This design comes from an exercise in tuning for small area on the open sky130 flow, not from production work. Function was checked by simulation only, so behaviour that the tests miss may differ from the original. The clock cells of run 6 come from the design's own scripts or RTL, not from TritonCTS. The flow treats the clock pin as an ideal source. Dropping or thinning the clock tree relies on that and would not hold on a real chip. Power and IR drop assume default switching activity.

## flow/run.sh

```bash
#!/bin/bash
# The standard synthesis and layout, with these changes to how they are
# done: ABC maps the logic with an area-recovery script (flow/area.abc) in
# place of ORFS's; port buffers use the smallest buffer; constant outputs
# share the synthesis's tie cells instead of one tie cell per port; the
# clock tree is built without dummy loads.
set -euo pipefail
work=$PWD
export SKIP_REPAIR_TIE_FANOUT=1
export BUFFER_PORTS_ARGS="-buffer_cell sky130_fd_sc_hd__buf_1"
# clock tree: no dummy load cells for skew balancing
export CTS_ARGS="-sink_clustering_enable -repair_clock_nets -dont_use_dummy_load -sink_clustering_max_diameter 20 -buf_list sky130_fd_sc_hd__clkbuf_4"
export MY_ABC_SCRIPT=$work/flow/area.abc
{
  cat <<'TCL'
proc abc {args} {
  set i [lsearch -exact $args -script]
  if {$i >= 0} { lset args [expr {$i + 1}] $::env(MY_ABC_SCRIPT) }
  puts "abc script replaced: abc $args"
  yosys abc {*}$args
}
TCL
  cat synth_recipe.tcl
} > own_synth.tcl
sed "s#SYNTH_SCRIPT=[^ ]*#SYNTH_SCRIPT=$work/own_synth.tcl#" standard.sh > own_standard.sh
bash own_standard.sh synth > synth.log 2>&1
bash own_standard.sh > layout.log 2>&1
```

## flow/area.abc

```
strash
dch -f
amap
topo
buffer -c
upsize -c
dnsize -c
```

## standard.sh

```bash
#!/bin/bash
# synth_recipe.tcl (not shown) runs the flow's synth.tcl, then flattens the netlist and writes it again
# the make line also repeats each setting of config.mk as NAME=value (left out here)
make -C /OpenROAD-flow-scripts/flow DESIGN_CONFIG=/design/flow/config.mk WORK_HOME=/design/flow/orfs CLKGATE_MAP_FILE= SYNTH_SCRIPT=/design/flow/synth_recipe.tcl "${@:-finish}"
```

## config.mk

```make
export PLATFORM = sky130hd
export DESIGN_NAME = seeg_top
export DESIGN_NICKNAME = seeg_top
export VERILOG_FILES = /design/flow/design.v
export SDC_FILE = /design/flow/constraint.sdc
export NUM_CORES = 4
export LEC_CHECK = 0
export ABC_AREA = 1
export CAP_MARGIN = 20
export CORE_MARGIN = 2
export CORE_UTILIZATION = 40
export CTS_BUF_LIST = sky130_fd_sc_hd__clkbuf_4
export CTS_CLUSTER_DIAMETER = 20
export SLEW_MARGIN = 20
```

## constraint.sdc

```tcl
create_clock -name core_clock -period 5.0 [get_ports {clk}]
set_input_delay 1.0000 -clock core_clock [delete_from_list [all_inputs] [get_ports {clk}]]
set_output_delay 1.0000 -clock core_clock [all_outputs]
set_load 0.01 [all_outputs]
```

## design.v

```verilog
`timescale 1ns/1ps
package seeg_pkg;
    localparam int RHD_CHANNELS = 8;
    localparam int RHS_CHANNELS = 4;
    localparam int ZCHECK_SAMPLES = 8;  
    localparam int CONFIG_WORDS = 10;
    localparam int RHD_CLOCK_DIV = 2;  
    localparam int RHS_CLOCK_DIV = 1;
    localparam int RHD_SEED = 0;
    localparam int RHS_SEED = 128;
    typedef logic [15:0] sample_t;
    typedef logic [3:0] chan_t;  
    typedef logic [1:0] zscale_t;  
    typedef sample_t [RHD_CHANNELS-1:0] rhd_frame_t;
    typedef sample_t [RHS_CHANNELS-1:0] rhs_frame_t;
    typedef struct packed {
        rhs_frame_t rhs;
        rhd_frame_t rhd;
    } record_frame_t;
    typedef sample_t [ZCHECK_SAMPLES-1:0] zcheck_block_t;
    typedef enum logic [1:0] {
        op_config,
        op_record,
        op_zcheck
    } engine_op_e;
endpackage
`timescale 1ns/1ps
`timescale 1ns/1ps
`timescale 1ns/1ps
`timescale 1ns/1ps
module seeg_top (
    input  logic                      clk,
    input  logic                      config_done_reset_flag,
    input  logic                      record_start,
    input  logic                      record_stop,
    input  logic                      zcheck_start,
    input  seeg_pkg::zscale_t         zcheck_scale,
    input  logic                      record_ready,
    input  logic                      zcheck_ready,
    output logic                      busy,
    output logic                      zcheck_done,
    output seeg_pkg::record_frame_t   record_frame,
    output logic                      record_valid,
    output seeg_pkg::zcheck_block_t   zcheck_block,
    output seeg_pkg::chan_t           zcheck_channel,
    output logic                      zcheck_valid
);
    typedef enum logic [2:0] {
        s_ready     = 3'b000,
        s_cfg_close = 3'b001,
        s_run       = 3'b010,
        s_push      = 3'b011,
        s_cfg_open  = 3'b101,
        s_run1      = 3'b110,
        s_push1     = 3'b111
    } state_t;
    state_t state;
    logic [4:0] tmr;        
    logic zcheck_mode;
    logic stop_pending;
    logic [9:0] frame_n;    
    logic [9:0] frame_n2;   
    logic [1:0] scale_q;    
    logic [1:0] zscale;     
    logic first, in_run, in_push, in_cfg;
    logic rhs_next, last_ch;
    logic done_now, tmr_clear;
    logic rec_take, z_take, take;
    localparam logic [4:0] T0 = 5'b01001;
    assign busy = state != s_ready;
    assign first = state[2];
    assign in_run = state[1] && !state[0];
    assign in_push = state[1] && state[0];
    assign in_cfg = !state[1] && state[0];
    assign rhs_next = (zcheck_channel[3] && !(zcheck_channel[1] && zcheck_channel[0]))
                   || (zcheck_channel[2] && zcheck_channel[1] && zcheck_channel[0]);
    assign last_ch = zcheck_channel[3] && zcheck_channel[1] && !zcheck_channel[0];
    assign rec_take = in_push && !zcheck_mode && (!record_valid || record_ready);
    assign z_take = in_push && zcheck_mode && (!zcheck_valid || zcheck_ready);
    assign take = rec_take || z_take;
    always_comb begin
        if (in_cfg)
            done_now = first ? tmr[4] && tmr[2] && tmr[1]        
                             : tmr[3] && tmr[2] && tmr[0];       
        else if (in_run)
            done_now = (zcheck_mode && rhs_next) ? tmr[3] && tmr[1]   
                                                 : tmr[2] && !tmr[1] && tmr[0];  
        else
            done_now = 1'b0;
    end
    assign zcheck_done = state == s_ready && zcheck_mode && !tmr[0];
    assign tmr_clear = config_done_reset_flag || state == s_ready || take
                     || (done_now && state != s_cfg_close);
    always_ff @(posedge clk) begin
        if (config_done_reset_flag) begin
            state <= s_ready;
            record_valid <= 1'b0;
            zcheck_valid <= 1'b0;
        end else begin
            if (rec_take) record_valid <= 1'b1;
            else if (record_ready) record_valid <= 1'b0;
            if (z_take) zcheck_valid <= 1'b1;
            else if (zcheck_ready) zcheck_valid <= 1'b0;
            case (state)
                s_ready: if (record_start || zcheck_start) state <= s_cfg_open;
                s_cfg_open: if (done_now) state <= s_run1;
                s_cfg_close: if (done_now) state <= s_ready;
                s_run: if (done_now) state <= s_push;
                s_run1: if (done_now) state <= s_push1;
                s_push, s_push1: begin
                    if (take) state <= (zcheck_mode ? last_ch : stop_pending) ? s_cfg_close : s_run;
                end
                default: state <= s_ready;
            endcase
        end
    end
    always_ff @(posedge clk) begin
        tmr <= tmr_clear ? T0 : {tmr[3:0], !(tmr[4] ^ tmr[2])};
        if (record_stop) stop_pending <= 1'b1;
        if (state == s_ready) begin
            zcheck_mode <= !record_start;
            stop_pending <= 1'b0;
        end
        if (in_run && tmr[3] && tmr[0] && !tmr[4]) scale_q <= zcheck_scale;
        if (rec_take) frame_n[0] <= !first && !frame_n[0];
        if (rec_take && (first || frame_n[0])) frame_n[9:1] <= first ? 9'd0 : frame_n2[9:1];
        if (config_done_reset_flag) zcheck_channel <= 4'd11;
        else if (z_take) begin
            zcheck_channel[0] <= !zcheck_channel[0];
            zcheck_channel[1] <= zcheck_channel[1] ^ zcheck_channel[0];
            zcheck_channel[2] <= (zcheck_channel[2] ^ (zcheck_channel[1] && zcheck_channel[0]))
                              && !zcheck_channel[3];
            zcheck_channel[3] <= rhs_next;
        end
        if (z_take) zscale <= scale_q;
    end
    logic [191:0] frame_w;
    logic [127:0] block_w;
    assign record_frame = frame_w;
    assign zcheck_block = block_w;
    assign frame_n2 = {frame_n[9:1] + 9'd1, frame_n[0]};
    for (genvar c = 0; c < seeg_pkg::RHD_CHANNELS; c++) begin : g_rhd
        assign frame_w[16*c +: 16] = {frame_n, 6'(c)};
    end
    for (genvar c = 0; c < seeg_pkg::RHS_CHANNELS; c++) begin : g_rhs
        assign frame_w[128 + 16*c +: 16] = {frame_n2, 6'(c)};
    end
    for (genvar k = 0; k < seeg_pkg::ZCHECK_SAMPLES; k++) begin : g_z
        assign block_w[16*k +: 16] =
            16'({zcheck_channel[3], 1'b0, zcheck_channel[2:0], 3'(k)}) << zscale;
    end
endmodule
```

==> results.tsv, run 1 <==
stage	metric	value	unit
clock_network	cts_tree	built	
logic_synthesis	yosysSeqAreaShare	20.6	%
route	vias	2122	
worst_setup_path	cp_slowest_cell	edfxtp_1	
layout	post-route-util	29.2	%
power	p_leak	0.000936	uW
floorplan	num_io_pins	337	
global_route	track_usage	10.8	%
sta	drv_slew	0	
logic_synthesis	yosysWarnings	1	
floorplan	row_count	34	
clock_network	insertion_delay	0.33	ns
placement	port_buffers	217	
worst_setup_path	crit_fanout	12	
layout	diodes	0	
hold_path	min_path_type	flop to flop	
global_route	antenna_found_initial	0	
logic_synthesis	yosys.area.top_type	buf_4	
run	max_cap_viol_count	0	
placement	gp_congestion	0.788	
worst_setup_path	critPathMaxStageDelay	0.55	ns
floorplan	die-width	99.4	um
sta	grt_setup_unrepaired	no	
floorplan	die-area	0.00989	sq mm
logic_synthesis	synth_edf_count	15	
sta	fin_crit_sh	66.3	%
layout	layout.nets	421	
sta	setup_viol_count_final	0	
clock_network	holdBufCountCts	0	
worst_setup_path	cp.arrival	2.32	ns
sta	timing.fmax	301	MHz
global_route	grt_pass1_vias	1756	
route	drc	0	
power	p_per_area	281	mW/mm^2
logic_synthesis	synth.ff_latch_count	30	
layout	areaGrowthSynthToFinish	-29.7	%
route	ant_nets	0	
worst_setup_path	path_cells	ha_1 -> nand2_1 -> nor3_1 -> inv_1 -> nor3_1 -> xor2_1 -> buf_1	
worst_setup_path	cp_common_cell	nor3_1	
global_route	globalRoute.totalOverflow	0	
logic_synthesis	yosys_most_used_dff	edfxtp_1	
floorplan	die_height	99.4	um
layout	drive_gt1_share	4.22	%
logic_synthesis	ys_top_cells_by_area	buf_4 57%, edfxtp_1 12%, dfxtp_1 8.2%	
sta	hold_violations	0	
clock_network	cts_sinks	30	
power	ir_worst_vdd	0.0881	mV
placement	place_hpwl	4860	um
global_route	grt_max_degree	104	
sta	fin_tns_setup	0	ns
logic_synthesis	syn_nets	477	
logic_synthesis	synth_cells	461	
logic_synthesis	synth.avg_cell_area	7.90	sq um
logic_synthesis	synth_area	0.00364	sq mm
worst_setup_path	end_kind	output pin	
route	dr.pass1.iters	4	
worst_setup_path	worst_setup_path_start_kind	flop	
route	wl	6100	um
sta	clock_skew	0.0250	ns
worst_setup_path	critPathRequiredTime	4.00	ns
sta	worstMarginPinSlew	0.871	ns
clock_network	cts_made_buffers	5	
floorplan	initial_core_util	41.6	%
sta	period_needed	3.32	ns
floorplan	core-area	0.00876	sq mm
route	viasPerCell	4.15	
sta	max_slew_margin	41.8	%
layout	fill_cells	981	
clock_network	cts_setup_buffers	0	
logic_synthesis	post_synth_num_cell_types	34	
logic_synthesis	synthArstFlopShare	0	%
clock_network	htreeDepth	2	
worst_setup_path	path_class	flop to output pin	
clock_network	path_clk_slew	0.10	ns
global_route	grt_pass1_wl	8650	um
outcome	status	complete, no violations	
clock_network	cts-root-buf	clkbuf_4	
clock_network	ctsResizeCount	0	
logic_synthesis	synth_top_area_share	56.7	%
clock_network	clk_path_buf_depth	2	
route	drt_iter0_markers	62	
route	wl_per_cell	11.9	um
## layout by cell type, fill, tap and decap left out, types with 3 or more instances in the layout
cell | synthesis | final
inv_1 | 27 | 27
o21ai_0 | 7 | 7
nor2b_1 | 7 | 7
a21oi_1 | 10 | 10
buf_1 | 1 | 217
nor3_1 | 11 | 11
a211oi_1 | 3 | 3
dfxtp_1 | 15 | 15
inv_2 | 3 | 3
o22ai_1 | 7 | 7
ha_1 | 7 | 7
nand2_1 | 12 | 12
or2_2 | 3 | 3
clkbuf_4 | 0 | 5
nor2_1 | 32 | 32
edfxtp_1 | 15 | 15
## cells in the mapped netlist, types with 4 or more instances
master,instances
dfxtp_1,15
nand2_1,12
nor2_1,32
o22ai_1,7
inv_1,27
a21oi_1,10
buf_4,275
edfxtp_1,15
nor2b_1,7
nor3_1,11
o21ai_0,7
ha_1,7
clkbuf_1,4
## final timing paths
| check | slack, ns | cells after the start | end | start |
|---|---|---|---|---|
| worst max-delay path | 1.68 | 7 | record_frame[175] | frame_n[1] |
| worst min-delay path | 0.43 | 0 | zscale[1] | scale_q[1] |
| worst max register to register | 2.65 | 8 | tmr[3] | zcheck_channel[0] |
| worst min register to register | 0.43 | 0 | zscale[1] | scale_q[1] |
## worst max-delay path, delay by kind of cell, from the launching register on
| kind | cells | cell delay (ns) |
|---|---|---|
| flops | 1 | 0.55 |
| fa+ha+maj | 1 | 0.22 |
| buf+inv | 2 | 0.28 |
| xor+xnor | 1 | 0.30 |
| simple gates | 3 | 0.64 |
## cells by family after synthesis
logic type	synth area share, %
DFF	20.6
buffers and inverters	60.3
xor gates and xnor gates	0.241
AOI/OAI and AO/OA	6.49
adders and majority gates	2.40
other	0.206
and+or+nand+nor	9.76
## layer usage
layer	vias to the layer above	wire length (um)	global-route usage, %	part of all wire, %
met5	-	0	0	0
met4	0	62	3.79	1.0
met3	5	482	2.60	7.9
met2	112	3150	19.1	52
met1	945	2410	12.6	39
li1	1060	-	-	-
## final cells by class
class                      instances  area, sq um  area share (%)
tap                              108          135            5.28
clock buffer                       5         37.5            1.47
inverter                          30          113            4.40
multi-input combinational        121          711            27.7
sequential                        30          751            29.3
timing repair buffer             217          815            31.8
## power by group
part	leakage, uW	switching (uW)	internal, uW
Clock	0.0000230	74.6	46.9
Sequential	0.000259	45.4	299
Combinational	0.000654	180	73.1
## stage by stage
stage / power [uW] / area, sq um / hold WS (ns) / std cells / worst slack, ns
4_1_cts: 722 / 2550 / 0.437 / 511 / 1.64
2_1_floorplan: 634 / 3640 / 0.400 / 461 / 2.09
3_3_place_gp: 595 / 2510 / 0.401 / 506 / 2.10
5_1_grt: 771 / 2560 / 0.459 / 511 / 1.38
6_report: 719 / 2560 / 0.430 / 511 / 1.68
3_5_place_dp: 601 / 2510 / 0.414 / 506 / 2.02
## registers in the layout, indices dropped and copies added, names as in the netlist, 2 cells and up
name	count
zcheck_channel	4
frame_n	10
zscale	2
tmr	5
scale_q	2
state	3
==> run 2, diff against run 1 <==
--- a/flow/run.sh
+++ b/flow/run.sh
@@ -10,5 +10,5 @@
 export BUFFER_PORTS_ARGS="-buffer_cell sky130_fd_sc_hd__buf_1"
 # clock tree: no dummy load cells for skew balancing
-export CTS_ARGS="-sink_clustering_enable -repair_clock_nets -dont_use_dummy_load -sink_clustering_max_diameter 20 -buf_list sky130_fd_sc_hd__clkbuf_4"
+export CTS_ARGS="-sink_clustering_enable -repair_clock_nets -dont_use_dummy_load -sink_clustering_size 30 -sink_clustering_max_diameter 60 -buf_list sky130_fd_sc_hd__clkbuf_8"
 export MY_ABC_SCRIPT=$work/flow/area.abc
 {
==> run 2 against run 1 <==
  * Still clean
  * Hold slack worse by 0.0064 ns
  * Fmax increased by 1.6%
  * Clock power rose by 39%
  * Non-clock buffer count unchanged
  * Routed wire length rose by 0.18%
  * Critical path type unchanged
  * Largest cell class unchanged
==> results.tsv, run 2 <==
stage	metric	value	unit	change
clock_network	cts_made_buffers	5		unchanged
power	p_leak	0.000949	uW	+1.4%
worst_setup_path	end_kind	output pin		
global_route	globalRoute.totalOverflow	0		unchanged
logic_synthesis	synth_top_area_share	56.7	%	unchanged
sta	drv_slew	0		unchanged
floorplan	die-width	99.4	um	unchanged
logic_synthesis	synthArstFlopShare	0	%	unchanged
global_route	grt_max_degree	104		unchanged
sta	setup_viol_count_final	0		unchanged
worst_setup_path	startpoint	frame_n[1]		
worst_setup_path	worstReg2RegStart	zcheck_channel[0]		
power	pwr-share-comb	32.9	%	-2.3 points
worst_setup_path	worst_setup_path_start_kind	flop		
clock_network	cts-root-buf	clkbuf_8		
logic_synthesis	synthXorXnorAreaFrac	0.240	%	unchanged
worst_setup_path	critPathRequiredTime	4.00	ns	about the same
logic_synthesis	synth-compound-area-share	6.49	%	unchanged
logic_synthesis	yosys_most_used_dff	edfxtp_1		
global_route	grt_pass1_wl	8650	um	about the same
clock_network	path_clk_slew	0.07	ns	-0.03 ns
layout	diodes	0		unchanged
sta	fin_tns_setup	0	ns	unchanged
layout	areaGrowthSynthToFinish	-28.8	%	
logic_synthesis	ys_top_cells_by_count	275 x buf_4, 32 x nor2_1, 27 x inv_1		
layout	layout_commonest_cell	buf_1		
route	drc	0		unchanged
clock_network	cts_setup_buffers	0		unchanged
power	p_per_area	296	mW/mm^2	+5.4%
layout	fill_cells	977		-0.41%
logic_synthesis	yosys.area_share.adder	2.40	%	unchanged
layout	top_regs	frame_n x10, tmr x5, zcheck_channel x4		
floorplan	row_count	34		unchanged
logic_synthesis	syn_nets	477		unchanged
route	dr.pass1.iters	4		unchanged
route	viasPerCell	4.18		+0.75%
floorplan	core-area	0.00876	sq mm	unchanged
logic_synthesis	synth_most_common_cell	buf_4		
power	ir_worst_vdd	0.0885	mV	+0.48%
clock_network	ctsResizeCount	0		unchanged
power	p_int	462	uW	+10%
global_route	antenna_found_initial	0		unchanged
sta	max_slew_margin	39.2	%	-2.6 points
logic_synthesis	synth_mux_area_share	0	%	unchanged
sta	clock_skew	0.0140	ns	-0.0111 ns
logic_synthesis	synth_simple_gate_area_share	9.76	%	unchanged
sta	timing.fmax	306	MHz	+1.6%
logic_synthesis	yosys.area.top_type	buf_4		
clock_network	cts_sinks	30		unchanged
clock_network	cts_tree	built		
logic_synthesis	yosysSeqAreaShare	20.6	%	unchanged
logic_synthesis	synth.ff_latch_count	30		unchanged
route	wl	6110	um	+0.18%
logic_synthesis	synth_edf_count	15		unchanged
sta	period_needed	3.26	ns	-0.0536 ns
power	switching_share	39.8	%	-2.0 points
logic_synthesis	synth.avg_cell_area	7.90	sq um	unchanged
global_route	grt_pass1_vias	1759		+0.17%
layout	layout.nets	421		unchanged
logic_synthesis	synth_cells	461		unchanged
sta	grt_setup_unrepaired	no		
clock_network	clk_path_buf_depth	2		unchanged
worst_setup_path	crit_fanout	12		unchanged
floorplan	die-area	0.00989	sq mm	unchanged
floorplan	die_height	99.4	um	unchanged
outcome	status	complete, no violations		
route	drt_iter0_markers	62		unchanged
logic_synthesis	ys_top_cells_by_area	buf_4 57%, edfxtp_1 12%, dfxtp_1 8.2%		
global_route	track_usage	10.8	%	+0.059 points
power	pwr-share-clk	22.1	%	+5.2 points
floorplan	initial_core_util	41.6	%	unchanged
logic_synthesis	synth_top_family_by_area	buffers and inverters		
hold_path	min_from	scale_q[1]		
power	p_switching	305	uW	+1.7%
clock_network	holdBufCountCts	0		unchanged
worst_setup_path	cp.arrival	2.26	ns	-0.06 ns
clock_network	insertion_delay	0.28	ns	-0.05 ns
logic_synthesis	synth_area	0.00364	sq mm	unchanged
layout	largest_reg_flops	10		unchanged
sta	hold_violations	0		unchanged
logic_synthesis	post_synth_num_cell_types	34		unchanged
hold_path	min_path_type	flop to flop		
sta	worstMarginPinSlew	0.910	ns	+0.0389 ns
route	wl_per_cell	12.0	um	+0.18%
layout	multiInputGateArea	711	sq um	unchanged
worst_setup_path	path_class	flop to output pin		
placement	place_hpwl	4860	um	unchanged
logic_synthesis	yosysWarnings	1		unchanged
placement	placed_area	0.00251	sq mm	unchanged
layout	final_cell_mix	217 x buf_1, 32 x nor2_1, 27 x inv_1		
clock_network	htreeDepth	2		unchanged
layout	seq_area	751	sq um	unchanged
sta	fin_crit_sh	65.3	%	-1.1 points
placement	gp_congestion	0.788		unchanged
placement	port_buffers	217		unchanged
layout	largest_register	frame_n		
power	seq_power_share	45.0	%	-2.9 points
layout	drive_gt1_share	4.22	%	unchanged
route	ant_nets	0		unchanged
floorplan	num_io_pins	337		unchanged
layout	fin_area	0.00259	sq mm	+1.2%
run	max_cap_viol_count	0		unchanged
route	vias	2138		+0.75%
run 2: kinds of logic (layout without fill, tap and decap cells):
group	Yosys count	in the layout
AND/OR/NAND/NOR	74	74
other	2	2
flip-flops	30	30
XOR/XNOR	1	1
buffers and inverters	310	252
AO/OA/AOI/OAI	37	37
adder cells (fa/ha/maj)	7	7
run 2: path summary, 6_finish.rpt:
path                                          end  slack [ns]  cells past startpoint
worst max-delay path            record_frame[175]        1.74                      7
worst min-delay path                    zscale[1]        0.42                      0
worst max register to register             tmr[3]        2.67                      8
worst min register to register          zscale[1]        0.42                      0
run 2: layout make-up:
cell class	instances	area share [%]
Sequential cell	30	29.0
Tap cell	108	5.21
Inverter	30	4.34
Multi-Input combinational cell	121	27.4
Timing Repair Buffer	217	31.4
Clock buffer	5	2.65
run 2: per-layer routing:
metal / wire, um / up-vias / global-route usage, %
li1: - / 1060 / -
met1: 2380 / 955 / 12.5
met2: 3140 / 117 / 19.1
met3: 501 / 6 / 2.60
met4: 93 / 0 / 4.43
met5: 0 / - / 0
run 2: worst max-delay path, stage by stage, from the launching register on:
cell,delay (ns)
edfxtp_1,0.54
ha_1,0.22
nand2_1,0.11
nor3_1,0.28
inv_1,0.09
nor3_1,0.25
xor2_1,0.30
buf_1,0.19
run 2: metrics by stage:
stage	setup WS (ns)	hold slack (ns)	util [%]	instances	power [uW]
after global placement	2.10	0.401	28.7	506	595
after detailed placement	2.02	0.414	28.7	506	601
after global routing	1.45	0.450	29.6	511	819
final	1.74	0.424	29.6	511	767
after floorplan	2.09	0.400	-	461	634
after CTS	1.70	0.429	29.5	511	772
run 2: power groups by stage:
| stage | Sequential [uW] | Clock (uW) | Combinational (uW) |
|---|---|---|---|
| 2_1_floorplan | 330 | 0 | 304 |
| 3_3_place_gp | 346 | 0 | 248 |
| 3_5_place_dp | 349 | 0 | 252 |
| 4_1_cts | 344 | 176 | 253 |
| 5_1_grt | 352 | 182 | 285 |
| 6_report | 345 | 170 | 252 |
==> run 3, diff against run 2 <==
--- a/design.v
+++ b/design.v
@@ -58,8 +58,10 @@
     logic [4:0] tmr;        
     logic zcheck_mode;
-    logic stop_pending;
+    logic stop_pending;     
     logic [9:0] frame_n;    
     logic [9:0] frame_n2;   
     logic [1:0] scale_q;    
+    logic mode_bit;         
+    logic capture;
     logic [1:0] zscale;     
     logic first, in_run, in_push, in_cfg;
@@ -69,4 +71,7 @@
     localparam logic [4:0] T0 = 5'b01001;
     assign busy = state != s_ready;
+    assign stop_pending = mode_bit;
+    assign scale_q[0] = mode_bit;
+    assign capture = in_run && tmr[3] && tmr[0] && !tmr[4];
     assign first = state[2];
     assign in_run = state[1] && !state[0];
@@ -117,10 +122,9 @@
     always_ff @(posedge clk) begin
         tmr <= tmr_clear ? T0 : {tmr[3:0], !(tmr[4] ^ tmr[2])};
-        if (record_stop) stop_pending <= 1'b1;
-        if (state == s_ready) begin
-            zcheck_mode <= !record_start;
-            stop_pending <= 1'b0;
-        end
-        if (in_run && tmr[3] && tmr[0] && !tmr[4]) scale_q <= zcheck_scale;
+        if (state == s_ready) zcheck_mode <= !record_start;
+        if (state == s_ready) mode_bit <= 1'b0;
+        else if (!zcheck_mode) mode_bit <= mode_bit || record_stop;
+        else if (capture) mode_bit <= zcheck_scale[0];
+        if (capture) scale_q[1] <= zcheck_scale[1];
         if (rec_take) frame_n[0] <= !first && !frame_n[0];
         if (rec_take && (first || frame_n[0])) frame_n[9:1] <= first ? 9'd0 : frame_n2[9:1];
--- a/flow/run.sh
+++ b/flow/run.sh
@@ -10,5 +10,5 @@
 export BUFFER_PORTS_ARGS="-buffer_cell sky130_fd_sc_hd__buf_1"
 # clock tree: no dummy load cells for skew balancing
-export CTS_ARGS="-sink_clustering_enable -repair_clock_nets -dont_use_dummy_load -sink_clustering_size 30 -sink_clustering_max_diameter 60 -buf_list sky130_fd_sc_hd__clkbuf_8"
+export CTS_ARGS="-sink_clustering_enable -repair_clock_nets -dont_use_dummy_load -sink_clustering_max_diameter 20 -buf_list sky130_fd_sc_hd__clkbuf_4"
 export MY_ABC_SCRIPT=$work/flow/area.abc
 {
--- a/config.mk
+++ b/config.mk
@@ -12,3 +12,4 @@
 export CTS_BUF_LIST = sky130_fd_sc_hd__clkbuf_4
 export CTS_CLUSTER_DIAMETER = 20
+export PLACE_DENSITY = 0.85
 export SLEW_MARGIN = 20
==> run 3 against run 2 <==
  * Still clean
  * Total power shrank 7.7%
  * Non-clock buffer count unchanged
  * Routed wire length up 6.6%
  * Synthesized cell count is the same
  * Via count increased by 3.1%
  * Highest routed layer unchanged
==> results.tsv, run 3 <==
stage	metric	value	unit	change
sta	worstMarginPinSlew	0.965	ns	+0.0553 ns
clock_network	holdBufCountCts	0		unchanged
layout	layout.nets	423		+0.48%
clock_network	cts_tree	built		
route	wl	6520	um	+6.6%
layout	largest_reg_flops	10		unchanged
logic_synthesis	yosysWarnings	1		unchanged
outcome	status	complete, no violations		
sta	fin_ws	1.40	ns	-0.335 ns
worst_setup_path	path_class	flop to output pin		
power	ir_worst_vdd	0.0816	mV	-7.8%
route	drc	0		unchanged
power	p_leak	0.000949	uW	about the same
global_route	grt_pass1_wl	8880	um	+2.7%
sta	timing.fmax	278	MHz	-9.3%
placement	gp_congestion	0.927		+18%
floorplan	initial_core_util	41.4	%	-0.13 points
clock_network	path_clk_slew	0.10	ns	+0.03 ns
layout	areaGrowthSynthToFinish	-29.6	%	
global_route	grt_pass1_vias	1647		-6.4%
sta	hold_violations	0		unchanged
route	ant_nets	0		unchanged
global_route	grt_use_met2	17.7	%	-1.4 points
sta	fin_tns_setup	0	ns	unchanged
floorplan	die_height	99.3	um	-0.15%
clock_network	cts-root-buf	clkbuf_4		
layout	drive_gt1_share	4.20	%	-0.021 points
clock_network	cts_made_buffers	5		unchanged
logic_synthesis	synth_top_area_share	56.9	%	+0.18 points
route	vias	2205		+3.1%
global_route	globalRoute.totalOverflow	0		unchanged
power	p_per_area	277	mW/mm^2	-6.4%
floorplan	num_io_pins	337		unchanged
worst_setup_path	worst_setup_path_start_kind	flop		
sta	drv_slew	0		unchanged
layout	largest_register	frame_n		
global_route	track_usage	11.4	%	+0.59 points
logic_synthesis	synth_cells	461		unchanged
layout	diodes	0		unchanged
floorplan	die-area	0.00986	sq mm	-0.30%
hold_path	min_from	tmr[3]		
worst_setup_path	r2r-end	frame_n[9]		
logic_synthesis	syn_nets	477		unchanged
logic_synthesis	synth.ff_latch_count	29		-3.3%
global_route	grt_max_degree	104		unchanged
hold_path	min_to	tmr[4]		
route	wl_per_cell	12.7	um	+6.2%
logic_synthesis	yosys.area.top_type	buf_4		
placement	place_hpwl	5310	um	+9.4%
worst_setup_path	end_kind	output pin		
logic_synthesis	yosysSeqAreaShare	19.8	%	-0.76 points
clock_network	insertion_delay	0.33	ns	+0.05 ns
layout	layout_commonest_cell	buf_1		
hold_path	min_path_type	flop to flop		
layout	top_regs	frame_n x10, tmr x5, zcheck_channel x4		
placement	pre_cts_slack	1.74	ns	-0.281 ns
global_route	grt_use_met1	15.8	%	+3.3 points
route	viasPerCell	4.30		+2.7%
logic_synthesis	post_synth_num_cell_types	35		+2.9%
sta	period_needed	3.60	ns	+0.335 ns
logic_synthesis	synthArstFlopShare	0	%	unchanged
clock_network	cts_sinks	29		-3.3%
clock_network	htreeDepth	2		unchanged
worst_setup_path	worstReg2RegStart	frame_n[1]		
logic_synthesis	synth_area	0.00363	sq mm	-0.31%
logic_synthesis	ys_top_cells_by_count	275 x buf_4, 33 x inv_1, 33 x nor2_1		
global_route	antenna_found_initial	0		unchanged
hold_path	holdPathStages	2		+2
clock_network	clk_path_buf_depth	2		unchanged
worst_setup_path	r2r_setup_slack	2.60	ns	-0.07 ns
floorplan	row_count	34		unchanged
floorplan	die-width	99.3	um	-0.15%
layout	final_cell_mix	217 x buf_1, 33 x inv_1, 33 x nor2_1		
logic_synthesis	ys_top_cells_by_area	buf_4 57%, edfxtp_1 12%, dfxtp_1 8.3%		
run	max_cap_viol_count	0		unchanged
route	dr.pass1.iters	4		unchanged
global_route	busiest_layer	met2		
global_route	met3_usage	2.39	%	-0.21 points
worst_setup_path	cp.arrival	2.60	ns	+0.34 ns
logic_synthesis	synth_most_common_cell	buf_4		
placement	port_buffers	217		unchanged
logic_synthesis	synth_edf_count	14		-1
clock_network	cts_setup_buffers	0		unchanged
logic_synthesis	yosys_most_used_dff	dfxtp_1		
worst_setup_path	crit_fanout	12		unchanged
clock_network	ctsResizeCount	0		unchanged
worst_setup_path	ff2ff_path_depth	9		+1
sta	max_slew_margin	35.5	%	-3.7 points
sta	setup_viol_count_final	0		unchanged
sta	fin_crit_sh	72.0	%	+6.7 points
logic_synthesis	synth.avg_cell_area	7.88	sq um	-0.31%
route	drt_iter0_markers	148		+140%
floorplan	core-area	0.00876	sq mm	unchanged
worst_setup_path	critPathRequiredTime	4.00	ns	about the same
sta	grt_setup_unrepaired	no		
sta	clock_skew	0.0164	ns	+0.00240 ns
## run 3: metrics by stage
step	utilization, %	hold slack, ns	area [sq um]	total power [uW]	instances
after floorplan	-	0.400	3630	616	461
after global placement	28.7	0.406	2510	583	508
after detailed placement	28.7	0.416	2510	586	508
after CTS	29.1	0.459	2550	714	513
after global routing	29.2	0.481	2560	764	513
final	29.2	0.454	2560	708	513
## run 3: worst max path at each step
stage	startpoint	endpoint	slack, ns	cells past startpoint
after floorplan	frame_n[1]	record_frame[159]	1.97	9
after global placement	frame_n[1]	record_frame[159]	1.81	9
after detailed placement	frame_n[1]	record_frame[175]	1.74	9
after CTS	frame_n[1]	record_frame[175]	1.38	9
after global routing	frame_n[1]	record_frame[191]	1.17	9
final	frame_n[1]	record_frame[175]	1.40	9
## run 3: routing by layer
layer	wire (um)	share of wire (%)
met5	0	0
met4	76	1.2
met3	631	9.7
met2	3060	47
met1	2740	42
## run 3: cells by family (layout without fill, tap and decap cells)
logic type	Yosys count	after routing	synth area share, %
buffers and inverters	314	258	60.9
AND/OR/NAND/NOR	69	69	9.17
AO/OA/AOI/OAI	39	39	7.24
flip-flops	29	29	19.8
adder cells (fa/ha/maj)	7	7	2.41
other	2	2	0.207
XOR/XNOR	1	1	0.241
## run 3: cell type report
type,count,area [sq um]
fill,944,6210
sequential,29,721
tap,108,135
clock buffer,5,37.5
multi-input combinational,118,714
inverter,36,135
timing repair buffer,217,815
## run 3: power breakdown
group | internal [uW] | switching [uW]
registers | 288 | 44.7
logic | 72.6 | 179
clock network | 46.9 | 76.4
total | 407 | 301
## run 3: worst max-delay path, cell delays in order, from the launching register on
cell and delay [ns]:
edfxtp_1 0.54, ha_1 0.24, inv_1 0.06, nor3_1 0.25, nand2_1 0.13, nor2_1 0.14, inv_1 0.07, nor3_1 0.25
xor2_1 0.40, buf_1 0.20
==> run 4, diff against run 3 <==
--- a/config.mk
+++ b/config.mk
@@ -12,4 +12,3 @@
 export CTS_BUF_LIST = sky130_fd_sc_hd__clkbuf_4
 export CTS_CLUSTER_DIAMETER = 20
-export PLACE_DENSITY = 0.85
 export SLEW_MARGIN = 20
==> run 4 against run 3 <==
  * Total power down 0.87%
  * Design area did not move
  * Sequential share of layout area unchanged
  * Synthesized area unchanged
  * Cell count is the same
  * Critical endpoint is now record_frame[159]
==> results.tsv, run 4 <==
stage	metric	value	unit	change
route	wl	6190	um	-4.9%
sta	holdWs	0.434	ns	-0.0203 ns
sta	period_needed	3.54	ns	-0.0580 ns
worst_setup_path	path_class	flop to output pin		
floorplan	die-area	0.00986	sq mm	unchanged
layout	layout_commonest_cell	buf_1		
placement	port_buffers	217		unchanged
sta	grt_setup_unrepaired	no		
logic_synthesis	ys_top_cells_by_count	275 x buf_4, 33 x inv_1, 33 x nor2_1		
global_route	grt_max_degree	104		unchanged
floorplan	die-width	99.3	um	unchanged
sta	fin_crit_sh	70.8	%	-1.2 points
placement	placed_area	0.00252	sq mm	+0.35%
global_route	track_usage	11.2	%	-0.22 points
logic_synthesis	yosys.area.top_type	buf_4		
layout	final_cells	513		unchanged
clock_network	holdBufCountCts	0		unchanged
global_route	grt_use_met1	14.8	%	-1.0 points
clock_network	ctsResizeCount	0		unchanged
layout	largest_reg_flops	10		unchanged
route	ant_nets	0		unchanged
logic_synthesis	yosys_most_used_dff	dfxtp_1		
sta	fin_ws	1.46	ns	+0.0580 ns
sta	fin_tns_setup	0	ns	unchanged
clock_network	cts_tree	built		
layout	fill_cells	953		+0.95%
floorplan	core-area	0.00876	sq mm	unchanged
layout	seq_area	721	sq um	unchanged
logic_synthesis	synth_cells	461		unchanged
placement	place_hpwl	4950	um	-6.8%
layout	fin_area	0.00256	sq mm	unchanged
route	wl_per_cell	12.1	um	-4.9%
logic_synthesis	syn_nets	477		unchanged
sta	worstMarginPinSlew	0.741	ns	-0.223 ns
global_route	globalRoute.totalOverflow	0		unchanged
floorplan	die_height	99.3	um	unchanged
route	viasPerCell	4.21		-2.0%
layout	layout.nets	423		unchanged
worst_setup_path	critPathRequiredTime	4.00	ns	about the same
sta	timing.fmax	282	MHz	+1.6%
layout	top_regs	frame_n x10, tmr x5, zcheck_channel x4		
placement	placed_cells	508		unchanged
sta	hold_violations	0		unchanged
clock_network	path_clk_slew	0.10	ns	about the same
layout	largest_register	frame_n		
global_route	busiest_layer	met2		
clock_network	htreeDepth	2		unchanged
floorplan	row_count	34		unchanged
clock_network	insertion_delay	0.33	ns	about the same
worst_setup_path	worst_setup_path_start_kind	flop		
route	dr.pass1.iters	4		unchanged
placement	gp_congestion	0.780		-16%
logic_synthesis	synth.ff_latch_count	29		unchanged
logic_synthesis	synth_edf_count	14		unchanged
global_route	grt_pass1_vias	1737		+5.5%
logic_synthesis	synth.avg_cell_area	7.88	sq um	unchanged
placement	pre_cts_slack	1.77	ns	+0.0294 ns
layout	drive_gt1_share	4.20	%	unchanged
clock_network	cts-root-buf	clkbuf_4		
logic_synthesis	synth_top_area_share	56.9	%	unchanged
logic_synthesis	synth_area	0.00363	sq mm	unchanged
worst_setup_path	r2r_setup_slack	2.70	ns	+0.10 ns
worst_setup_path	end_kind	output pin		
hold_path	min_path_type	flop to flop		
layout	multiInputGateArea	714	sq um	unchanged
logic_synthesis	post_synth_num_cell_types	35		unchanged
outcome	status	complete, no violations		
logic_synthesis	ys_top_cells_by_area	buf_4 57%, edfxtp_1 12%, dfxtp_1 8.3%		
layout	areaGrowthSynthToFinish	-29.6	%	unchanged
clock_network	cts_sinks	29		unchanged
run	max_cap_viol_count	0		unchanged
clock_network	clk_path_buf_depth	2		unchanged
logic_synthesis	synthArstFlopShare	0	%	unchanged
power	ir_worst_vdd	0.0826	mV	+1.2%
global_route	grt_pass1_wl	9000	um	+1.3%
route	vias	2161		-2.0%
floorplan	num_io_pins	337		unchanged
global_route	met3_usage	2.95	%	+0.56 points
route	drc	0		unchanged
sta	max_slew_margin	50.4	%	+15 points
power	p_leak	0.000949	uW	unchanged
logic_synthesis	yosysSeqAreaShare	19.8	%	unchanged
global_route	grt_use_met2	17.9	%	+0.16 points
sta	clock_skew	0.0178	ns	+0.00147 ns
logic_synthesis	yosysWarnings	1		unchanged
clock_network	cts_made_buffers	5		unchanged
sta	setup_viol_count_final	0		unchanged
layout	final_cell_mix	217 x buf_1, 33 x inv_1, 33 x nor2_1		
power	p_per_area	274	mW/mm^2	-0.87%
worst_setup_path	crit_fanout	12		unchanged
logic_synthesis	synth_most_common_cell	buf_4		
clock_network	cts_setup_buffers	0		unchanged
global_route	antenna_found_initial	0		unchanged
sta	drv_slew	0		unchanged
layout	diodes	0		unchanged
worst_setup_path	cp.arrival	2.54	ns	-0.06 ns
floorplan	initial_core_util	41.4	%	unchanged
route	drt_iter0_markers	78		-47%
## run 4: routing by layer
layer | part of all wire [%] | routed length (um) | up-vias
li1 | - | - | 1072
met1 | 43 | 2640 | 984
met2 | 48 | 2990 | 98
met3 | 7.9 | 489 | 7
met4 | 1.2 | 76 | 0
met5 | 0 | 0 | -
## run 4: critical path, stage by stage, from the launching register on
cell and delay [ns]:
edfxtp_1 0.53, ha_1 0.24, inv_1 0.06, nor3_1 0.28
nand2_1 0.11, nor2_1 0.13, inv_1 0.07, nor3_1 0.26
xor2_1 0.32, buf_1 0.23
## run 4: final cells by class
type / instances / share of cell area (%)
clock buffer: 5 / 1.47
inverter: 36 / 5.28
timing repair buffer: 217 / 31.8
tap: 108 / 5.28
sequential: 29 / 28.2
multi-input combinational: 118 / 27.9
## run 4: where the power goes
part           switching (uW)  leakage (uW)  internal (uW)
Clock                    73.7     0.0000230           46.8
Combinational             175      0.000675           72.2
Sequential               46.3      0.000250            288
Total                     295      0.000949            407
## run 4: path summary, 6_finish.rpt
kind / to / cells after the start / start
setup / recovery: record_frame[159] / 9 / frame_n[1]
hold / removal: zscale[1] / 0 / scale_q[1]
setup reg to reg: frame_n[9] / 9 / frame_n[1]
hold reg to reg: zscale[1] / 0 / scale_q[1]
## run 4: cell families (layout without fill, tap and decap cells)
logic type	after synthesis	count (layout)	synth area share, %
buffers and inverters	314	258	60.9
adder cells (fa/ha/maj)	7	7	2.41
XOR/XNOR	1	1	0.241
AND/OR/NAND/NOR	69	69	9.17
flip-flops	29	29	19.8
AO/OA/AOI/OAI	39	39	7.24
other	2	2	0.207
## run 4: stage by stage
stage / total power (uW) / util, %
6_report: 702 / 29.2
5_1_grt: 760 / 29.2
4_1_cts: 707 / 29.2
3_5_place_dp: 585 / 28.8
3_3_place_gp: 581 / 28.7
2_1_floorplan: 616 / -
==> run 5, diff against run 4 <==
==> flow/area.abc (replaced) <==
strash
dch -f
amap
topo
dnsize -c
==> run 5 against run 4 <==
  * Still clean on timing, DRC and antenna
  * Register-to-register slack worse by 0.03 ns
  * Fmax down 1.1%
  * Clock power hardly changed
  * Flip-flop and latch count unchanged
  * Cell count up 0.19%
==> results.tsv, run 5 <==
stage	metric	value	unit	change
floorplan	num_io_pins	337		unchanged
clock_network	insertion_delay	0.32	ns	about the same
layout	fill_cells	975		+2.3%
power	p_leak	0.000821	uW	-13%
worst_setup_path	end_kind	output pin		
sta	setup_viol_count_final	0		unchanged
floorplan	core-area	0.00872	sq mm	-0.49%
layout	top_regs	frame_n x10, tmr x5, zcheck_channel x4		
clock_network	htreeDepth	2		unchanged
placement	pre_cts_slack	1.67	ns	-0.104 ns
sta	fin_crit_sh	71.6	%	+0.76 points
power	p_per_area	275	mW/mm^2	+0.19%
sta	clock_skew	0.0235	ns	+0.00568 ns
logic_synthesis	synth_most_common_cell	buf_4		
logic_synthesis	synth.avg_cell_area	7.85	sq um	-0.39%
route	vias	2162		+0.046%
floorplan	die_height	98.8	um	-0.50%
placement	placed_cells	509		+0.20%
layout	drive_gt1_share	1.72	%	-2.5 points
route	wl	6080	um	-1.9%
worst_setup_path	crit_fanout	12		unchanged
layout	areaGrowthSynthToFinish	-29.4	%	
clock_network	holdBufCountCts	0		unchanged
layout	layout.nets	424		+0.24%
logic_synthesis	ys_top_cells_by_count	275 x buf_4, 36 x clkinv_1, 34 x nor2_1		
global_route	antenna_found_initial	0		unchanged
layout	final_cell_mix	217 x buf_1, 36 x clkinv_1, 34 x nor2_1		
floorplan	initial_core_util	41.2	%	-0.23 points
power	power.total	698	uW	-0.55%
clock_network	cts_tree	built		
placement	port_buffers	217		unchanged
floorplan	die-area	0.00976	sq mm	-0.99%
layout	post-route-util	29.1	%	-0.073 points
route	dr.pass1.iters	4		unchanged
floorplan	row_count	34		unchanged
logic_synthesis	yosysWarnings	1		unchanged
clock_network	ctsResizeCount	0		unchanged
worst_setup_path	worst_setup_path_start_kind	flop		
layout	diodes	0		unchanged
clock_network	cts_sinks	29		unchanged
logic_synthesis	ys_top_cells_by_area	buf_4 57%, edfxtp_1 12%, dfxtp_1 8.4%		
placement	place_hpwl	4890	um	-1.1%
global_route	globalRoute.totalOverflow	0		unchanged
logic_synthesis	post_synth_num_cell_types	28		-20%
layout	final_cells	514		+0.19%
sta	hold_violations	0		unchanged
layout	largest_register	frame_n		
sta	timing.fmax	279	MHz	-1.1%
hold_path	min_to	zscale[1]		
logic_synthesis	synth_cells	458		-0.65%
hold_path	min_path_type	flop to flop		
power	ir_worst_vdd	0.0888	mV	+7.5%
global_route	grt_max_degree	104		unchanged
clock_network	cts-root-buf	clkbuf_4		
clock_network	clk_path_buf_depth	2		unchanged
sta	worstMarginPinSlew	0.757	ns	+0.0151 ns
run	max_cap_viol_count	0		unchanged
logic_synthesis	synth.ff_latch_count	29		unchanged
worst_setup_path	critPathRequiredTime	4.00	ns	about the same
sta	fin_ws	1.42	ns	-0.0379 ns
sta	fin_tns_setup	0	ns	unchanged
worst_setup_path	r2r-end	frame_n[9]		
logic_synthesis	yosysSeqAreaShare	20.1	%	+0.21 points
logic_synthesis	synthArstFlopShare	0	%	unchanged
logic_synthesis	yosys_most_used_dff	dfxtp_1		
outcome	status	complete, no violations		
logic_synthesis	yosys.area.top_type	buf_4		
global_route	grt_pass1_vias	1747		+0.58%
worst_setup_path	cp.arrival	2.58	ns	+0.04 ns
clock_network	path_clk_slew	0.10	ns	about the same
hold_path	min_from	scale_q[1]		
logic_synthesis	synth_top_area_share	57.5	%	+0.59 points
sta	grt_setup_unrepaired	no		
global_route	track_usage	11.2	%	+0.051 points
clock_network	cts_made_buffers	5		unchanged
route	ant_nets	0		unchanged
worst_setup_path	path_class	flop to output pin		
clock_network	cts_setup_buffers	0		unchanged
worst_setup_path	startpoint	frame_n[1]		
route	wl_per_cell	11.8	um	-2.1%
route	drt_iter0_markers	69		-12%
sta	drv_slew	0		unchanged
global_route	grt_pass1_wl	8900	um	-1.1%
route	drc	0		unchanged
worst_setup_path	ff2ff_path_depth	9		unchanged
logic_synthesis	synth_edf_count	14		unchanged
sta	period_needed	3.58	ns	+0.0379 ns
logic_synthesis	synth_area	0.00359	sq mm	-1.0%
hold_path	holdPathStages	0		unchanged
worst_setup_path	worstReg2RegStart	frame_n[1]		
layout	layout_commonest_cell	buf_1		
floorplan	die-width	98.8	um	-0.50%
logic_synthesis	syn_nets	474		-0.63%
worst_setup_path	r2r_setup_slack	2.67	ns	-0.03 ns
route	viasPerCell	4.21		-0.15%
placement	gp_congestion	0.815		+4.4%
layout	largest_reg_flops	10		unchanged
sta	max_slew_margin	49.4	%	-1.0 points
==> run 5: power by group <==
group / total, uW / internal, uW / switching (uW)
Sequential: 333 / 288 / 45.3
Combinational: 241 / 70.1 / 171
Clock: 124 / 47.0 / 76.9
Total: 698 / 405 / 293
==> run 5: layer usage <==
layer / wire [um] / global-route usage, % / vias up / share of wire [%]
li1: - / - / 1083 / -
met1: 2500 / 13.7 / 972 / 41
met2: 2990 / 18.7 / 105 / 49
met3: 547 / 3.62 / 2 / 9.0
met4: 41 / 3.90 / 0 / 0.67
met5: 0 / 0 / - / 0
==> run 5: layout make-up <==
class | count | area (sq um) | area share [%]
Timing Repair Buffer | 218 | 822 | 32.4
Sequential cell | 29 | 721 | 28.4
Multi-Input combinational cell | 118 | 688 | 27.1
Inverter | 36 | 135 | 5.32
Tap cell | 108 | 135 | 5.32
Clock buffer | 5 | 37.5 | 1.48
==> run 5: cell families (layout without fill, tap and decap cells) <==
kind of cell    count (synthesis)  in the layout  share of synthesized area [%]
fa+ha+maj                       7              7                           2.44
other cells                     2              2                          0.209
xor+xnor                        1              1                          0.244
flops                          29             29                           20.1
simple gates                   69             69                           8.53
compound gates                 39             39                           7.31
buf+inv                       311            259                           61.2
==> run 5: through the flow <==
stage / hold WS (ns) / area, sq um
6_report: 0.427 / 2540
5_1_grt: 0.458 / 2540
4_1_cts: 0.429 / 2530
3_5_place_dp: 0.405 / 2490
3_3_place_gp: 0.409 / 2490
2_1_floorplan: 0.400 / 3590
==> run 5: worst max-delay path by stage <==
stage	cells after the start	end	slack, ns
after global routing	9	record_frame[191]	1.00
final	9	record_frame[191]	1.42
after global placement	9	record_frame[191]	1.74
after detailed placement	9	record_frame[191]	1.67
after floorplan	9	record_frame[159]	1.89
after CTS	9	record_frame[191]	1.32
==> run 5: worst max-delay path, stage by stage, from the launching register on <==
cell	delay [ns]
edfxtp_1	0.54
ha_1	0.24
clkinv_1	0.08
nor3_1	0.26
nand2_1	0.11
nor2_1	0.15
clkinv_1	0.10
nor3_1	0.25
xor2_1	0.31
buf_1	0.23
==> run 6, diff against run 5 <==
--- a/flow/run.sh
+++ b/flow/run.sh
@@ -4,11 +4,13 @@
 # place of ORFS's; port buffers use the smallest buffer; constant outputs
 # share the synthesis's tie cells instead of one tie cell per port; the
-# clock tree is built without dummy loads.
+# clock tree is one level of buffers.
 set -euo pipefail
 work=$PWD
 export SKIP_REPAIR_TIE_FANOUT=1
 export BUFFER_PORTS_ARGS="-buffer_cell sky130_fd_sc_hd__buf_1"
-# clock tree: no dummy load cells for skew balancing
-export CTS_ARGS="-sink_clustering_enable -repair_clock_nets -dont_use_dummy_load -sink_clustering_max_diameter 20 -buf_list sky130_fd_sc_hd__clkbuf_4"
+# clock tree: the clock port drives a few buffers, each driving a cluster
+# of registers (flow/simple_cts.tcl replaces ORFS's clock_tree_synthesis)
+export PRE_CTS_TCL=$work/flow/simple_cts.tcl
+export SIMPLE_CTS_PORT=clk SIMPLE_CTS_N=4 SIMPLE_CTS_BUF=sky130_fd_sc_hd__clkbuf_4
 export MY_ABC_SCRIPT=$work/flow/area.abc
 {
==> flow/area.abc (replaced) <==
strash
dch -f
amap
topo
buffer -c
upsize -c
dnsize -c
==> flow/simple_cts.tcl (new file) <==
# Replaces clock_tree_synthesis with a one-level clock tree: the clock port
# drives $::env(SIMPLE_CTS_N) buffers of type $::env(SIMPLE_CTS_BUF), each
# placed at the centre of a k-means cluster of the clock sinks it drives.
rename clock_tree_synthesis orfs_clock_tree_synthesis
proc clock_tree_synthesis {args} {
  set nbuf $::env(SIMPLE_CTS_N)
  set block [ord::get_db_block]
  set db [ord::get_db]
  set master [$db findMaster $::env(SIMPLE_CTS_BUF)]
  set clknet [[$block findBTerm $::env(SIMPLE_CTS_PORT)] getNet]
  set sinks {}
  foreach it [$clknet getITerms] {
    if {[$it isInputSignal]} { lappend sinks $it }
  }
  set n [llength $sinks]
  puts "simple_cts: [llength $sinks] sinks, $nbuf x $::env(SIMPLE_CTS_BUF)"
  # sink locations
  set xs {}; set ys {}
  foreach it $sinks {
    set box [[$it getInst] getBBox]
    lappend xs [expr {([$box xMin] + [$box xMax]) / 2}]
    lappend ys [expr {([$box yMin] + [$box yMax]) / 2}]
  }
  # k-means, seeded with sinks spread along the sorted x order
  set order [lsort -integer -indices $xs]
  set cx {}; set cy {}
  for {set k 0} {$k < $nbuf} {incr k} {
    set i [lindex $order [expr {int(($k + 0.5) * $n / $nbuf)}]]
    lappend cx [lindex $xs $i]; lappend cy [lindex $ys $i]
  }
  for {set iter 0} {$iter < 50} {incr iter} {
    set assign {}
    for {set i 0} {$i < $n} {incr i} {
      set best 0; set bd 1e30
      for {set k 0} {$k < $nbuf} {incr k} {
        set d [expr {abs([lindex $xs $i] - [lindex $cx $k]) + abs([lindex $ys $i] - [lindex $cy $k])}]
        if {$d < $bd} { set bd $d; set best $k }
      }
      lappend assign $best
    }
    for {set k 0} {$k < $nbuf} {incr k} {
      set sx 0; set sy 0; set c 0
      for {set i 0} {$i < $n} {incr i} {
        if {[lindex $assign $i] == $k} { incr c; incr sx [lindex $xs $i]; incr sy [lindex $ys $i] }
      }
      if {$c > 0} { lset cx $k [expr {$sx / $c}]; lset cy $k [expr {$sy / $c}] }
    }
  }
  for {set k 0} {$k < $nbuf} {incr k} {
    set inst [odb::dbInst_create $block $master "clkbuf_simple_$k"]
    set net [odb::dbNet_create $block "clknet_simple_$k"]
    $net setSigType CLOCK
    [$inst findITerm A] connect $clknet
    [$inst findITerm X] connect $net
    $inst setLocation [lindex $cx $k] [lindex $cy $k]
    $inst setPlacementStatus PLACED
    set c 0
    for {set i 0} {$i < $n} {incr i} {
      if {[lindex $assign $i] == $k} {
        set it [lindex $sinks $i]
        $it disconnect
        $it connect $net
        incr c
      }
    }
    puts "simple_cts: clkbuf_simple_$k drives $c sinks at ([lindex $cx $k], [lindex $cy $k])"
  }
  $clknet setSigType CLOCK
}
--- a/config.mk
+++ b/config.mk
@@ -10,5 +10,4 @@
 export CORE_MARGIN = 2
 export CORE_UTILIZATION = 40
-export CTS_BUF_LIST = sky130_fd_sc_hd__clkbuf_4
-export CTS_CLUSTER_DIAMETER = 20
+export PLACE_DENSITY = 0.85
 export SLEW_MARGIN = 20
==> run 6 against run 5 <==
  * Core utilization is essentially flat
  * Synthesized cell count grew 0.66%
  * Design area grew 0.44%
  * Still clean
  * Clock skew grew 0.024 ns
  * Worst setup slack gained 0.19 ns
==> results.tsv, run 6 <==
stage	metric	value	unit	change
layout	areaGrowthSynthToFinish	-29.8	%	
worst_setup_path	cpLargestDelayFamily	simple AND/OR/NAND/NOR gates		
route	viasPerCell	4.27		+1.6%
layout	final_cell_mix	217 x buf_1, 33 x inv_1, 33 x nor2_1		
placement	gp_congestion	0.927		+14%
layout	drive_gt1_share	3.96	%	+2.2 points
sta	clock_skew	0.0480	ns	+0.0245 ns
layout	largest_register	frame_n		
worst_setup_path	path_class	flop to output pin		
power	p_per_area	267	mW/mm^2	-2.8%
power	pwr-share-clk	14.2	%	-3.5 points
logic_synthesis	synth_cells	461		+0.66%
worst_setup_path	cp.arrival	2.39	ns	-0.19 ns
logic_synthesis	syn_nets	477		+0.63%
worst_setup_path	worstReg2RegStart	frame_n[1]		
route	drc	0		unchanged
layout	diodes	0		unchanged
placement	pre_cts_slack	1.74	ns	+0.0745 ns
route	wl	6460	um	+6.3%
worst_setup_path	r2r-end	frame_n[9]		
route	drt_iter0_markers	146		+110%
route	dr.pass1.iters	5		+1
run	max_cap_viol_count	0		unchanged
worst_setup_path	path_cells	ha_1 -> inv_1 -> nor3_1 -> nand2_1 -> nor2_1 -> inv_1 -> nor3_1 -> xor2_1 -> buf_1		
outcome	status	complete, no violations		
power	p_leak	0.000944	uW	+15%
layout	layout_commonest_cell	buf_1		
power	p_int	398	uW	-1.6%
logic_synthesis	yosys.area.top_type	buf_4		
worst_setup_path	worst_setup_path_start_kind	flop		
worst_setup_path	startpoint	frame_n[1]		
global_route	grt_max_degree	104		unchanged
worst_setup_path	critPathRequiredTime	4.00	ns	about the same
clock_network	cts_setup_buffers	0		unchanged
logic_synthesis	synthArstFlopShare	0	%	unchanged
floorplan	row_count	34		unchanged
layout	top_regs	frame_n x10, tmr x5, zcheck_channel x4		
sta	timing.fmax	295	MHz	+5.5%
hold_path	min_to	zscale[1]		
logic_synthesis	post_synth_num_cell_types	35		+25%
floorplan	initial_core_util	41.4	%	+0.23 points
hold_path	min_from	scale_q[1]		
floorplan	die_height	99.3	um	+0.50%
global_route	grt_pass1_wl	8790	um	-1.2%
global_route	globalRoute.totalOverflow	0		unchanged
sta	fin_ws	1.61	ns	+0.188 ns
clock_network	path_clk_slew	0.10	ns	about the same
power	p_switching	283	uW	-3.5%
power	pwr-share-comb	37.0	%	+2.5 points
floorplan	num_io_pins	337		unchanged
worst_setup_path	ff2ff_path_depth	9		unchanged
logic_synthesis	synth_most_common_cell	buf_4		
global_route	antenna_found_initial	0		unchanged
sta	holdWs	0.433	ns	+0.00528 ns
logic_synthesis	ys_top_cells_by_count	275 x buf_4, 33 x inv_1, 33 x nor2_1		
layout	largest_reg_flops	10		unchanged
power	seq_power_share	48.8	%	+1.1 points
route	ant_nets	0		unchanged
sta	period_needed	3.39	ns	-0.188 ns
sta	drv_slew	0		unchanged
worst_setup_path	path_buf_inv	3		unchanged
logic_synthesis	synth.ff_latch_count	29		unchanged
logic_synthesis	synth_area	0.00363	sq mm	+1.0%
global_route	track_usage	10.7	%	-0.54 points
logic_synthesis	ys_top_cells_by_area	buf_4 57%, edfxtp_1 12%, dfxtp_1 8.3%		
floorplan	die-width	99.3	um	+0.50%
floorplan	die-area	0.00986	sq mm	+1.0%
hold_path	min_path_type	flop to flop		
floorplan	core-area	0.00876	sq mm	+0.49%
hold_path	holdPathStages	0		unchanged
logic_synthesis	yosys_most_used_dff	dfxtp_1		
logic_synthesis	synth.avg_cell_area	7.88	sq um	+0.39%
clock_network	holdBufCountCts	0		unchanged
worst_setup_path	crit_fanout	12		unchanged
sta	worstMarginPinSlew	0.981	ns	+0.224 ns
logic_synthesis	synth_top_area_share	56.9	%	-0.59 points
clock_network	ctsResizeCount	0		unchanged
sta	hold_violations	0		unchanged
sta	max_slew_margin	34.4	%	-15 points
clock_network	insertion_delay	0.16	ns	-0.16 ns
worst_setup_path	end_kind	output pin		
power	ir_worst_vdd	0.0862	mV	-3.0%
sta	setup_viol_count_final	0		unchanged
placement	place_hpwl	5310	um	+8.5%
route	vias	2188		+1.2%
logic_synthesis	synth_edf_count	14		unchanged
worst_setup_path	critPathMaxStageDelay	0.53	ns	about the same
layout	layout.nets	422		-0.47%
global_route	grt_pass1_vias	1637		-6.3%
route	wl_per_cell	12.6	um	+6.7%
logic_synthesis	yosysSeqAreaShare	19.8	%	-0.21 points
sta	grt_setup_unrepaired	no		
sta	fin_tns_setup	0	ns	unchanged
placement	port_buffers	217		unchanged
logic_synthesis	yosysWarnings	1		unchanged
worst_setup_path	r2r_setup_slack	2.63	ns	-0.04 ns
sta	fin_crit_sh	67.8	%	-3.8 points
worst_setup_path	cp_slowest_cell	edfxtp_1		
power	switching_share	41.5	%	-0.47 points
-- run 6: changes by cell type after synthesis, moves of 2 or more --
cell	previous run	this run
or2_0	3	0
clkinv_1	36	0
nor3_1	10	8
or2_2	0	3
clkbuf_1	0	2
inv_1	0	33
inv_2	0	3
-- run 6: cells by family (layout without fill, tap and decap cells) --
kind of cell | count (synthesis) | after routing | share of synthesized area (%)
xor gates and xnor gates | 1 | 1 | 0.241
adders and majority gates | 7 | 7 | 2.41
buffers and inverters | 314 | 257 | 60.9
DFF | 29 | 29 | 19.8
and+or+nand+nor | 69 | 69 | 9.17
AOI/OAI and AO/OA | 39 | 39 | 7.24
other | 2 | 2 | 0.207
-- run 6: per-layer routing --
metal / share of wire [%] / routed length, um / GRT usage (%) / up-vias
li1: - / - / - / 1074
met1: 42 / 2720 / 15.7 / 990
met2: 47 / 3060 / 17.3 / 121
met3: 9.6 / 621 / 1.34 / 3
met4: 0.94 / 61 / 1.37 / 0
met5: 0 / 0 / 0 / -
-- run 6: worst max path at each step --
stage | endpoint | slack, ns | cells after the start
final | record_frame[175] | 1.61 | 9
after global routing | record_frame[191] | 1.40 | 9
after CTS | record_frame[175] | 1.74 | 9
after detailed placement | record_frame[175] | 1.74 | 9
after global placement | record_frame[159] | 1.81 | 9
after floorplan | record_frame[159] | 1.97 | 9
-- run 6: area by class of cell --
type | count | area, sq um
fill | 945 | 6210
timing repair buffer | 217 | 815
multi-input combinational | 118 | 714
buffer | 4 | 30.0
inverter | 36 | 135
sequential | 29 | 721
tap | 108 | 135
-- run 6: worst register-to-register path: stages, from the launching register on --
cell and delay, ns:
edfxtp_1 0.53, ha_1 0.24, inv_1 0.06, nor3_1 0.26
nand2_1 0.13, nor2_1 0.14, inv_1 0.07, nor3_1 0.25
xor2_1 0.39, nor2b_1 0.18
-- run 6: per-stage QoR --
stage	util (%)	total power, uW	instances	area [sq um]
floorplan	-	616	461	3630
global placement	28.7	583	508	2510
CTS	29.0	660	512	2540
global route	29.1	732	512	2550
finish	29.1	681	512	2550
detailed placement	28.7	586	508	2510
-- run 6: power by group through the flow --
stage | combinational, uW | clock (uW) | sequential, uW
floorplan | 297 | 0 | 319
detailed placement | 249 | 0 | 337
CTS | 250 | 72.2 | 337
global route | 282 | 109 | 340
finish | 252 | 96.5 | 333
global placement | 246 | 0 | 337
==> run 7, diff against run 6 <==
--- a/flow/run.sh
+++ b/flow/run.sh
@@ -12,5 +12,5 @@
 # of registers (flow/simple_cts.tcl replaces ORFS's clock_tree_synthesis)
 export PRE_CTS_TCL=$work/flow/simple_cts.tcl
-export SIMPLE_CTS_PORT=clk SIMPLE_CTS_N=4 SIMPLE_CTS_BUF=sky130_fd_sc_hd__clkbuf_4
+export SIMPLE_CTS_PORT=clk SIMPLE_CTS_N=2 SIMPLE_CTS_BUF=sky130_fd_sc_hd__clkbuf_8
 export MY_ABC_SCRIPT=$work/flow/area.abc
 {
==> flow/area.abc (replaced) <==
strash
&get -n
&st
&synch2
&put
dch -f
amap -m -F 4 -A 8
topo
dnsize -c
--- a/config.mk
+++ b/config.mk
@@ -9,5 +9,4 @@
 export CAP_MARGIN = 20
 export CORE_MARGIN = 2
-export CORE_UTILIZATION = 40
-export PLACE_DENSITY = 0.85
+export CORE_UTILIZATION = 50
 export SLEW_MARGIN = 20
==> run 7 against run 6 <==
  * The run now fails in 3_2_place_iop
  * Synthesized cell count shrank 1.3%
  * Synthesized area decreased by 1.8%
==> results.tsv, run 7 <==
stage	metric	value	unit	change
logic_synthesis	yosysWarnings	1		unchanged
outcome	error	[ERROR PPL-0024] Number of IO pins (337) exceeds maximum number of available positions (310). Increase the die perimeter from 353.86um to 458.32um.		
logic_synthesis	synth_area	0.00357	sq mm	-1.8%
logic_synthesis	post_synth_num_cell_types	29		-17%
logic_synthesis	synthArstFlopShare	0	%	unchanged
logic_synthesis	synth.ff_latch_count	29		unchanged
outcome	status	aborted with a tool error		
floorplan	die-width	88.5	um	-11%
logic_synthesis	synth_cells	455		-1.3%
logic_synthesis	ys_top_cells_by_area	buf_4 58%, edfxtp_1 12%, dfxtp_1 8.4%		
outcome	stop_stage	3_2_place_iop		
floorplan	die_height	88.5	um	-11%
logic_synthesis	yosys.area.top_type	buf_4		
logic_synthesis	syn_nets	471		-1.3%
logic_synthesis	yosys_most_used_dff	dfxtp_1		
logic_synthesis	synth_most_common_cell	buf_4		
logic_synthesis	synth_edf_count	14		unchanged
logic_synthesis	synth.avg_cell_area	7.84	sq um	-0.46%
logic_synthesis	ys_top_cells_by_count	275 x buf_4, 31 x nor2_1, 28 x clkinv_1		
floorplan	initial_core_util	52.2	%	+11 points
logic_synthesis	synth_top_area_share	57.9	%	+1.0 points
logic_synthesis	yosysSeqAreaShare	20.2	%	+0.36 points
floorplan	row_count	30		-12%
## run 7: cells by family after synthesis
kind of cell / Yosys count / synth area share (%)
AND/OR/NAND/NOR: 76 / 9.75
adder cells (fa/ha/maj): 7 / 2.46
other: 2 / 0.211
AO/OA/AOI/OAI: 38 / 6.56
buffers and inverters: 303 / 60.8
flip-flops: 29 / 20.2

-- afterwards: timing with drivers on the ports --
The results above use ideal ports. As a check the final layouts listed here were re-extracted and re-timed, cells and wires unchanged.
Step 1 sets driving cells, clkbuf_16 on the clock port and buf_2 on the other inputs (assumed; they add their load-dependent delay and slew).
Step 2 also shifts input and output timing later by t, the mid clock arrival at the registers, as if the neighbouring blocks saw the same clock.
a / b / c = ideal / step 1 / step 2; a / b = the first two.
run	t (ns)	setup slack, ns	worst setup path after step 2
run 1	0.341	1.683 / 1.655 / 1.996	register to output
run 2	0.305	1.736 / 1.705 / 2.010	register to output
run 3	0.346	1.401 / 1.375 / 1.721	register to output
run 4	0.345	1.459 / 1.432 / 1.777	register to output
run 5	0.337	1.421 / 1.391 / 1.728	register to output
run 6	0.188	1.609 / 1.561 / 1.749	register to output
After both steps setup and hold are still met in every run listed.
